This is an optimization exercise on Yosys and OpenROAD, whose aim is small area, a short achievable clock period and few clock cycles per item, not a production implementation.
RTL that was checked went through simulation tests only; none was proved equivalent to the original.
No driver is modelled on the clock port, so clocking that relies on it looks cheaper here than on a real chip.
Power figures rest on the tool's default switching activity, not on a simulated workload.

Design rho_pi_inv_serial, start of the top module:
module rho_pi_inv_serial #(
    parameter bit BYPASS_RHO = 1'b0
) (
    input  logic        clk,
    input  logic        rst_n,
    input  logic        s_valid,
    output logic        s_ready,
    input  logic [63:0] s_data,
    output logic        m_valid,
    input  logic        m_ready,
    output logic [63:0] m_data,
    output logic        m_last,
    output logic        busy
);
clock: 7.0 ns
lec_check: 0
cap_margin: 20
core_margin: 2
core_utilization: 40
setup_slack_margin: 0.3
slew_margin: 20
run.sh (not shown) runs the stock make flow with config.mk's settings and CLKGATE_MAP_FILE= SYNTH_SCRIPT=/design/flow/synth_recipe.tcl, a recipe that flattens the netlist after the stock synthesis.
Rerun with:
Settings changed: ABC_CLOCK_PERIOD_IN_PS set to 3000, SETUP_SLACK_MARGIN 0.3 to 3.9.
=>
- area after synthesis stays the same
- power goes up by a few percent
- count of clock-buffer cells in the layout came out lower by 3
- sequential share of layout area is lower by 4.0 points
- first-iteration DRC count increases by roughly a tenth
- routed wire length climbs by about a fifth
- global-route usage grows by 2.4 points
- maximum frequency increases by well over a third
- worst setup slack improved by 1.7 ns
- design area climbs by a few percent
- die area stays the same
No run of this note included a check of the RTL's function; only the layout flow was run.

========
rho_pi_inv_serial, a different RTL version from the one above (not shown whole).
Size in the first run: roughly 3800 cells after synthesis, ~1700 flip-flops, roughly 140 I/O pins.
Settings: LEC_CHECK=0, ABC_CLOCK_PERIOD_IN_PS=3000, CAP_MARGIN=20, CORE_MARGIN=2, CORE_UTILIZATION=60, CTS_CLUSTER_DIAMETER=100, CTS_CLUSTER_SIZE=30, SETUP_SLACK_MARGIN=3.9, SLEW_MARGIN=20; clock period 7.0 ns.
Next try:
==> flow/flow/run.sh (new file) <==
#!/bin/bash
# The standard layout, with the port buffers that buffer_ports inserts made
# plain buffers (buf_2) instead of the library's default pick (a delay cell).
set -euo pipefail
export BUFFER_PORTS_ARGS="-buffer_cell sky130_fd_sc_hd__buf_2"
bash standard.sh > standard_flow.log 2>&1
==> flow/standard.sh (new file) <==
#!/bin/bash
# synth_recipe.tcl (not shown) runs the flow's synth.tcl, then flattens the netlist and writes it again
# the make line also repeats each setting of config.mk as NAME=value (left out here)
make -C /OpenROAD-flow-scripts/flow DESIGN_CONFIG=/design/flow/config.mk WORK_HOME=/design/flow/orfs CLKGATE_MAP_FILE= SYNTH_SCRIPT=/design/flow/synth_recipe.tcl "${@:-finish}"
--- a/flow/config.mk
+++ b/flow/config.mk
@@ -9,7 +9,7 @@
 export CAP_MARGIN = 20
 export CORE_MARGIN = 2
-export CORE_UTILIZATION = 60
-export CTS_CLUSTER_DIAMETER = 100
-export CTS_CLUSTER_SIZE = 30
+export CORE_UTILIZATION = 40
+export CTS_CLUSTER_DIAMETER = 120
+export CTS_CLUSTER_SIZE = 24
 export SETUP_SLACK_MARGIN = 3.9
 export SLEW_MARGIN = 20
removed: flow/run.sh
What happened: First-iteration DRC count fell by 18%. Critical path depth came out higher by 2. Register-to-register slack loses 20 ps. Clock power went up by 7.5%.
Next try:
==> flow/run.sh (new file) <==
#!/bin/bash
# synth_recipe.tcl (not shown) runs the flow's synth.tcl, then flattens the netlist and writes it again
# the make line also repeats each setting of config.mk as NAME=value (left out here)
make -C /OpenROAD-flow-scripts/flow DESIGN_CONFIG=/design/flow/config.mk WORK_HOME=/design/flow/orfs CLKGATE_MAP_FILE= SYNTH_SCRIPT=/design/flow/synth_recipe.tcl finish
--- a/flow/config.mk
+++ b/flow/config.mk
@@ -9,5 +9,5 @@
 export CAP_MARGIN = 20
 export CORE_MARGIN = 2
-export CORE_UTILIZATION = 40
+export CORE_UTILIZATION = 60
 export CTS_CLUSTER_DIAMETER = 120
 export CTS_CLUSTER_SIZE = 24
removed: flow/flow/run.sh
removed: flow/standard.sh
The changed run went through all stages and came out clean.
Die area decreases by 33%.
Synthesized area is unchanged.
Sequential power hardly moves.
Cell area came out higher by 0.67%.
Total power barely changes.
Global-route usage goes up by 15 points.
Next try:
--- a/flow/config.mk
+++ b/flow/config.mk
@@ -9,5 +9,5 @@
 export CAP_MARGIN = 20
 export CORE_MARGIN = 2
-export CORE_UTILIZATION = 60
+export CORE_UTILIZATION = 40
 export CTS_CLUSTER_DIAMETER = 120
 export CTS_CLUSTER_SIZE = 24
=>
- design area grows by 0.91%
- sequential share of layout area shrinks by 0.61 points
- maximum frequency grows by about 4%
- non-clock buffer count shrinks by 3
- register-to-register slack is better by 20 ps
- utilization shrinks by 22 points
- worst setup slack is better by 120 ps
Next try:
--- a/flow/config.mk
+++ b/flow/config.mk
@@ -12,4 +12,4 @@
 export CTS_CLUSTER_DIAMETER = 120
 export CTS_CLUSTER_SIZE = 24
-export SETUP_SLACK_MARGIN = 3.9
+export SETUP_SLACK_MARGIN = 3.85
 export SLEW_MARGIN = 20
=> The new run ran to the end with no violations; design area barely changes; hold slack is about the same; wire length falls by 0.53%; non-clock buffer count grows by 14; total power came out higher by 0.34%; flip-flop and latch count does not change; clock power increases by about 1%; sequential power hardly moves; utilization is about the same; clock-buffer cell count went up by 2.
Function was not checked in any run of this note: the RTL went through the layout flow alone.

========
## maple
The RTL this note starts from:
==> flow/design.v <==
module rho_pi_inv_serial #(
    parameter bit BYPASS_RHO = 1'b0
) (
    input  logic        clk,
    input  logic        rst_n,
    input  logic        s_valid,
    output logic        s_ready,
    input  logic [63:0] s_data,
    output logic        m_valid,
    input  logic        m_ready,
    output logic [63:0] m_data,
    output logic        m_last,
    output logic        busy
);
    localparam logic [5:0] WMASK = 6'b111100;
    function automatic logic [5:0] nxt_pos(input logic [4:0] x);
        logic [5:0] v;
        case (x)
            5'd0: v = 6'b000000;  5'd1: v = 6'b000010;  5'd2: v = 6'b000110;  5'd3: v = 6'b000100;
            5'd4: v = 6'b001111;  5'd5: v = 6'b010111;  5'd6: v = 6'b010010;  5'd7: v = 6'b000001;
            5'd8: v = 6'b001110;  5'd9: v = 6'b001001;  5'd10: v = 6'b000011;  5'd11: v = 6'b010001;
            5'd12: v = 6'b001000;  5'd13: v = 6'b010100;  5'd14: v = 6'b001101;  5'd15: v = 6'b010000;
            5'd16: v = 6'b001100;  5'd17: v = 6'b010101;  5'd18: v = 6'b000111;  5'd19: v = 6'b001011;
            5'd20: v = 6'b001010;  5'd21: v = 6'b000101;  5'd22: v = 6'b010110;  5'd23: v = 6'b010011;
            default: v = 6'b100000;
        endcase
        nxt_pos = v;
    endfunction
    function automatic logic [1:0] add3(input logic [1:0] a, input logic [1:0] b);
        logic [2:0] s;
        s = {1'b0, a} + {1'b0, b};
        add3 = (s >= 3'd3) ? 2'(s - 3'd3) : s[1:0];
    endfunction
    function automatic logic [5:0] slot_a(input logic [5:0] v, input logic [2:0] g8,
                                          input logic [1:0] g3);
        slot_a = {v[5], add3(v[4:3], g3), v[2:0] + g8};
    endfunction
    function automatic logic [24:0] slot_oh(input logic [5:0] v, input logic [2:0] g8,
                                            input logic [1:0] g3);
        logic [2:0] a8;
        logic [1:0] a3;
        a8 = v[2:0] + g8;
        a3 = add3(v[4:3], g3);
        slot_oh = '0;
        if (v[5]) slot_oh[24] = 1'b1;
        else      slot_oh[{a3, a8}] = 1'b1;
    endfunction
    function automatic logic [5:0] rot_amt(input logic [4:0] m);
        logic [5:0] k;
        case (m)
            5'd0:  k = 6'd0;   5'd1:  k = 6'd1;   5'd2:  k = 6'd62;  5'd3:  k = 6'd28;
            5'd4:  k = 6'd27;  5'd5:  k = 6'd36;  5'd6:  k = 6'd44;  5'd7:  k = 6'd6;
            5'd8:  k = 6'd55;  5'd9:  k = 6'd20;  5'd10: k = 6'd3;   5'd11: k = 6'd10;
            5'd12: k = 6'd43;  5'd13: k = 6'd25;  5'd14: k = 6'd39;  5'd15: k = 6'd41;
            5'd16: k = 6'd45;  5'd17: k = 6'd15;  5'd18: k = 6'd21;  5'd19: k = 6'd8;
            5'd20: k = 6'd18;  5'd21: k = 6'd2;   5'd22: k = 6'd61;  5'd23: k = 6'd56;
            5'd24: k = 6'd14;
            default: k = 6'd0;
        endcase
        rot_amt = BYPASS_RHO ? 6'd0 : k;
    endfunction
    function automatic logic [5:0] in_rot_amt(input logic [4:0] j);
        logic [5:0] k;
        case (j)
            5'd0:  k = 6'd0;   5'd1:  k = 6'd44;  5'd2:  k = 6'd43;  5'd3:  k = 6'd21;
            5'd4:  k = 6'd14;  5'd5:  k = 6'd28;  5'd6:  k = 6'd20;  5'd7:  k = 6'd3;
            5'd8:  k = 6'd45;  5'd9:  k = 6'd61;  5'd10: k = 6'd1;   5'd11: k = 6'd6;
            5'd12: k = 6'd25;  5'd13: k = 6'd8;   5'd14: k = 6'd18;  5'd15: k = 6'd27;
            5'd16: k = 6'd36;  5'd17: k = 6'd10;  5'd18: k = 6'd15;  5'd19: k = 6'd56;
            5'd20: k = 6'd62;  5'd21: k = 6'd55;  5'd22: k = 6'd39;  5'd23: k = 6'd41;
            5'd24: k = 6'd2;
            default: k = 6'd0;
        endcase
        in_rot_amt = BYPASS_RHO ? 6'd0 : k;
    endfunction
    function automatic logic [63:0] rotr(input logic [63:0] x, input logic [5:0] k);
        logic [127:0] d;
        d = {x, x} >> k;
        rotr = d[63:0];
    endfunction
    logic [63:0] lanes [25];
    logic [2:0]  g8;          
    logic [1:0]  g3;          
    logic [4:0]  wr_idx;      
    logic [5:0]  wr_a;        
    logic [5:0]  wr_rot;      
    logic        rd_active;   
    logic [4:0]  rd_idx;      
    logic [24:0] rd_oh;       
    logic [5:0]  rd_rot;      
    logic        out_valid;
    logic        out_last;
    logic [63:0] out_data;
    logic        ready_q;     
    logic        busy_q;
    logic        in_hs;
    logic        start;       
    logic        ld;          
    logic        out_free;
    assign in_hs    = s_valid && ready_q;
    assign start    = in_hs && (wr_idx == 5'd24);
    assign out_free = !out_valid || m_ready;
    assign ld       = out_free && (rd_active || start);
    assign s_ready = rst_n && ready_q;
    assign m_valid = rst_n && out_valid;
    assign busy    = rst_n && busy_q;
    assign m_last  = out_last;
    assign m_data  = out_data;
    logic [63:0] wr_word;
    logic [63:0] rd_word;
    assign wr_word = rotr(s_data, wr_rot);
    always_comb begin
        rd_word = '0;
        for (int s = 0; s < 25; s++) begin
            rd_word = rd_word | ({64{rd_oh[s]}} & lanes[s]);
        end
    end
    logic [24:0] wr_sel;
    always_comb begin
        for (int s = 0; s < 24; s++) begin
            wr_sel[s] = !wr_a[5] && (wr_a[4:3] == 2'(s / 8)) && (wr_a[2:0] == 3'(s % 8));
        end
        wr_sel[24] = wr_a[5];
    end
    always_ff @(posedge clk) begin
        for (int s = 0; s < 25; s++) begin
            if (in_hs && wr_sel[s]) begin
                lanes[s] <= wr_word;
            end
        end
    end
    always_ff @(posedge clk) begin
        if (ld) begin
            out_data <= rotr(rd_word, rd_rot);
            out_last <= (rd_idx == 5'd24);
        end
    end
    logic        wr_last, rd_last;
    logic [2:0]  g8_i;
    logic [1:0]  g3_i;
    logic [4:0]  wr_idx_i, rd_idx_i;
    logic [5:0]  wr_a_i;
    logic [24:0] rd_oh_i, rd_oh_s;
    logic [5:0]  wr_rot_i, rd_rot_i;
    logic        eq, eq1;
    always_comb begin
        wr_last  = (wr_idx == 5'd24);
        wr_idx_i = wr_last ? 5'd0 : wr_idx + 5'd1;
        g8_i     = g8 + 3'd1;
        g3_i     = add3(g3, 2'd1);
        wr_a_i   = slot_a(nxt_pos(wr_idx), g8, g3);
        wr_rot_i = in_rot_amt(wr_idx_i) & WMASK;
        rd_last  = (rd_idx == 5'd24);
        rd_idx_i = rd_last ? 5'd0 : rd_idx + 5'd1;
        rd_oh_i  = slot_oh(nxt_pos(rd_idx), g8, g3);
        rd_rot_i = rot_amt(rd_idx_i) & ~WMASK;
        rd_oh_s  = slot_oh(nxt_pos(5'd0), g8_i, g3_i);
        eq       = (wr_idx == rd_idx);
        eq1      = (wr_idx + 5'd1 == rd_idx);
    end
    logic rd_active_n, out_valid_n, ready_n, wr_nz_n;
    always_comb begin
        out_valid_n = ld || (out_valid && !m_ready);
        wr_nz_n     = in_hs ? !wr_last : (wr_idx != 5'd0);
        if (start) begin
            rd_active_n = 1'b1;
            ready_n     = ld;
        end else if (rd_active) begin
            rd_active_n = !(ld && rd_last);
            if (ld && rd_last)     ready_n = 1'b1;
            else if (ld && !in_hs) ready_n = 1'b1;
            else if (ld == in_hs)  ready_n = !eq;
            else                   ready_n = !eq && !eq1;
        end else begin
            rd_active_n = 1'b0;
            ready_n     = 1'b1;
        end
    end
    always_ff @(posedge clk) begin
        if (!rst_n) begin
            g8        <= 3'd0;
            g3        <= 2'd0;
            wr_idx    <= 5'd0;
            wr_a      <= 6'b100000;
            wr_rot    <= 6'd0;
            rd_active <= 1'b0;
            rd_idx    <= 5'd0;
            rd_oh     <= 25'd1 << 24;
            rd_rot    <= 6'd0;
            out_valid <= 1'b0;
            ready_q   <= 1'b1;
            busy_q    <= 1'b0;
        end else begin
            if (in_hs) begin
                wr_idx <= wr_idx_i;
                wr_a   <= wr_a_i;
                wr_rot <= wr_rot_i;
            end
            if (start) begin
                g8 <= g8_i;
                g3 <= g3_i;
            end
            if (start) begin
                if (ld) begin
                    rd_idx <= 5'd1;
                    rd_oh  <= rd_oh_s;
                    rd_rot <= rot_amt(5'd1) & ~WMASK;
                end else begin
                    rd_idx <= 5'd0;
                    rd_oh  <= 25'd1 << 24;
                    rd_rot <= 6'd0;
                end
            end else if (ld) begin
                rd_idx <= rd_idx_i;
                rd_oh  <= rd_last ? (25'd1 << 24) : rd_oh_i;
                rd_rot <= rd_rot_i;
            end
            rd_active <= rd_active_n;
            out_valid <= out_valid_n;
            ready_q   <= ready_n;
            busy_q    <= wr_nz_n || rd_active_n || out_valid_n;
        end
    end
endmodule
export LEC_CHECK = 0
export ABC_CLOCK_PERIOD_IN_PS = 3000
export CAP_MARGIN = 20
export CORE_MARGIN = 2
export CORE_UTILIZATION = 40
export CTS_CLUSTER_DIAMETER = 60
export CTS_CLUSTER_SIZE = 30
export SETUP_SLACK_MARGIN = 3.9
export SLEW_MARGIN = 20
create_clock -name core_clock -period 7.0 [get_ports {clk}]
standard.sh (not shown) runs the stock make flow with config.mk's settings and CLKGATE_MAP_FILE= SYNTH_SCRIPT=/design/flow/synth_recipe.tcl, a recipe that flattens the netlist after the stock synthesis.
==> flow/flow/run.sh <==
#!/bin/bash
# The standard layout, with two changes that keep the circuit the same:
#  - the port buffers that buffer_ports inserts are plain buffers (buf_1)
#    instead of the default pick (a delay cell);
#  - before detailed placement and after CTS, rst_direct.tcl lets the rst_n
#    input buffer drive the gates of s_ready, m_valid and busy directly (see
#    the file).
set -euo pipefail
here="$(pwd)"
export BUFFER_PORTS_ARGS="-buffer_cell sky130_fd_sc_hd__buf_1"
export PRE_DETAIL_PLACE_TCL="$here/flow/rst_direct.tcl"
export POST_CTS_TCL="$here/flow/rst_direct.tcl"
bash standard.sh > standard_flow.log 2>&1
Other scripts of this flow, unchanged in this note and not shown: flow/flow/rst_direct.tcl
Testbench counts of maple, summed over its fixed seeds: cycles 8,200, items 320.
The following lists how pepper was set up differently from maple:
# maple
export LEC_CHECK = 0
export ABC_CLOCK_PERIOD_IN_PS = 3000
export CAP_MARGIN = 20
export CORE_MARGIN = 2
export CORE_UTILIZATION = 40
export CTS_CLUSTER_DIAMETER = 60
export CTS_CLUSTER_SIZE = 30
export SETUP_SLACK_MARGIN = 3.9
export SLEW_MARGIN = 20
create_clock -name core_clock -period 7.0 [get_ports {clk}]
# pepper
export LEC_CHECK = 0
export ABC_CLOCK_PERIOD_IN_PS = 3000
export CAP_MARGIN = 20
export CORE_MARGIN = 2
export CORE_UTILIZATION = 40
export CTS_CLUSTER_DIAMETER = 120
export CTS_CLUSTER_SIZE = 26
export SETUP_SLACK_MARGIN = 3.86
export SLEW_MARGIN = 20
create_clock -name core_clock -period 7.0 [get_ports {clk}]
--- a/flow/flow/run.sh
+++ b/flow/flow/run.sh
@@ -2,3 +2,3 @@
 # The standard layout, with two changes that keep the circuit the same:
-#  - the port buffers that buffer_ports inserts are plain buffers (buf_1)
+#  - the port buffers that buffer_ports inserts are plain buffers (buf_2)
 #    instead of the default pick (a delay cell);
@@ -9,3 +9,3 @@
 here="$(pwd)"
-export BUFFER_PORTS_ARGS="-buffer_cell sky130_fd_sc_hd__buf_1"
+export BUFFER_PORTS_ARGS="-buffer_cell sky130_fd_sc_hd__buf_2"
 export PRE_DETAIL_PLACE_TCL="$here/flow/rst_direct.tcl"
## What came out
Changes observed in pepper relative to maple: multi-input gate count barely changed, highest fanout seen on the critical path climbed 33. NOTE: area taken by multi-input logic gates in pepper falls short of that of maple. Between pepper and maple, it is pepper whose critical path required time is higher, by 1.83 ns. Weighted congestion reported at the end of routability-driven placement went down slightly going from maple to pepper. In terms of die area, pepper and maple differ only marginally. Final hold slack sits higher in pepper than in maple. Relative to maple, cell area has decreased by 2200 um2 in pepper.
Input changes introduced in onyx (baseline for comparison: pepper):
# pepper
export LEC_CHECK = 0
export ABC_CLOCK_PERIOD_IN_PS = 3000
export CAP_MARGIN = 20
export CORE_MARGIN = 2
export CORE_UTILIZATION = 40
export CTS_CLUSTER_DIAMETER = 120
export CTS_CLUSTER_SIZE = 26
export SETUP_SLACK_MARGIN = 3.86
export SLEW_MARGIN = 20
create_clock -name core_clock -period 7.0 [get_ports {clk}]
# onyx
export LEC_CHECK = 0
export ABC_CLOCK_PERIOD_IN_PS = 3000
export CAP_MARGIN = 20
export CORE_MARGIN = 2
export CORE_UTILIZATION = 40
export CTS_CLUSTER_DIAMETER = 120
export CTS_CLUSTER_SIZE = 24
export PLACE_DENSITY = 0.8
export SETUP_SLACK_MARGIN = 3.9
export SLEW_MARGIN = 20
create_clock -name core_clock -period 7.0 [get_ports {clk}]
==> comparison <==
- Share of layout cells above drive strength 1: onyx and pepper compared, lower one is pepper
- Taking pepper as the reference point, the endpoint required time on the critical path of onyx falls by 0.02 ns.
- In the tables for onyx and pepper, global-route wire length before repair reads lower with onyx.
- Lower switching power as a share of total power was reported by onyx, not pepper.
- Relative to pepper, the static power due to leakage measured on onyx has increased slightly.
- On number of DRC markers after the initial detailed-route iteration, onyx does worse than pepper.
- Against pepper, the final cell area of onyx is higher.
- There was hardly any difference in share of cell area taken by multi-input logic gates between pepper and onyx.
- For the number of cells on the worst reg-to-reg path, onyx came in 1 lower than pepper did.
- Diff onyx and pepper: worst hold-check slack lower in pepper
- onyx — number of antenna diodes 2 higher, pepper as reference
diff inputs: onyx => quartz
# onyx
export LEC_CHECK = 0
export ABC_CLOCK_PERIOD_IN_PS = 3000
export CAP_MARGIN = 20
export CORE_MARGIN = 2
export CORE_UTILIZATION = 40
export CTS_CLUSTER_DIAMETER = 120
export CTS_CLUSTER_SIZE = 24
export PLACE_DENSITY = 0.8
export SETUP_SLACK_MARGIN = 3.9
export SLEW_MARGIN = 20
create_clock -name core_clock -period 7.0 [get_ports {clk}]
# quartz
export LEC_CHECK = 0
export ABC_CLOCK_PERIOD_IN_PS = 3000
export CAP_MARGIN = 20
export CORE_MARGIN = 2
export CORE_UTILIZATION = 40
export CTS_CLUSTER_DIAMETER = 120
export CTS_CLUSTER_SIZE = 28
export SETUP_SLACK_MARGIN = 3.9
export SLEW_MARGIN = 20
create_clock -name core_clock -period 7.0 [get_ports {clk}]
==> run notes <==
[compare] base=onyx new=quartz: final clock period utilization by the worst path now smaller; number of non-clock buffers now smaller; area of the multi-input gates comparable.
quartz vs onyx: power per cell area down slightly
For the final instance area, quartz came in 0.79% lower than onyx did.
Count of multi-input gates of onyx is on par with quartz.

-- re-timing with driven ports --
The results above use ideal ports. As a check the final layouts listed here were re-extracted and re-timed, cells and wires unchanged.
Step 1 assumes that a clkbuf_16 drives the clock port and a buf_2 every other input.
Step 2 times the ports against the registers' clock, not the clock port: input delays grow and output delays shrink by t, the midpoint of the rising clock arrivals with the driver on.
Three values: no drivers, after step 1, after step 2; two values: the first two.
run	t (ns)	setup slack, ns	hold slack, ns	slew at the worst register clock pin (ns)	worst slew at a driven data input, ns
the first run of note 1	0.879	1.724 / 1.724 / 1.724	0.543 / 0.543 / 0.543	0.07 / 0.07	0.15
the second run of note 1	0.876	3.436 / 3.436 / 2.993	0.537 / 0.537 / 0.537	0.07 / 0.07	0.17
the first run of note 2	0.768	3.734 / 3.692 / 3.378	0.468 / 0.468 / 0.468	0.12 / 0.12	0.06
the second run of note 2	0.803	3.827 / 3.721 / 3.194	0.463 / 0.463 / 0.463	0.10 / 0.10	0.18
the third run of note 2	0.800	3.736 / 3.697 / 3.172	0.455 / 0.455 / 0.455	0.11 / 0.11	0.05
the fourth run of note 2	0.801	3.860 / 3.821 / 3.166	0.475 / 0.475 / 0.475	0.10 / 0.10	0.08
the fifth run of note 2	0.822	3.745 / 3.700 / 3.192	0.473 / 0.473 / 0.473	0.11 / 0.11	0.22
maple	0.845	3.835 / 3.795 / 3.194	0.453 / 0.453 / 0.453	0.10 / 0.10	0.05
pepper	0.794	3.839 / 3.821 / 3.088	0.464 / 0.464 / 0.464	0.11 / 0.11	0.05
onyx	0.769	3.716 / 3.688 / 3.134	0.478 / 0.478 / 0.478	0.11 / 0.11	0.21
quartz	0.768	3.820 / 3.819 / 3.104	0.454 / 0.454 / 0.454	0.11 / 0.11	0.05
After both steps every run listed still meets setup and hold. For pepper, which loses most, drivers alone change the setup slack by -0.018 ns; drivers and shift together by -0.751 ns.
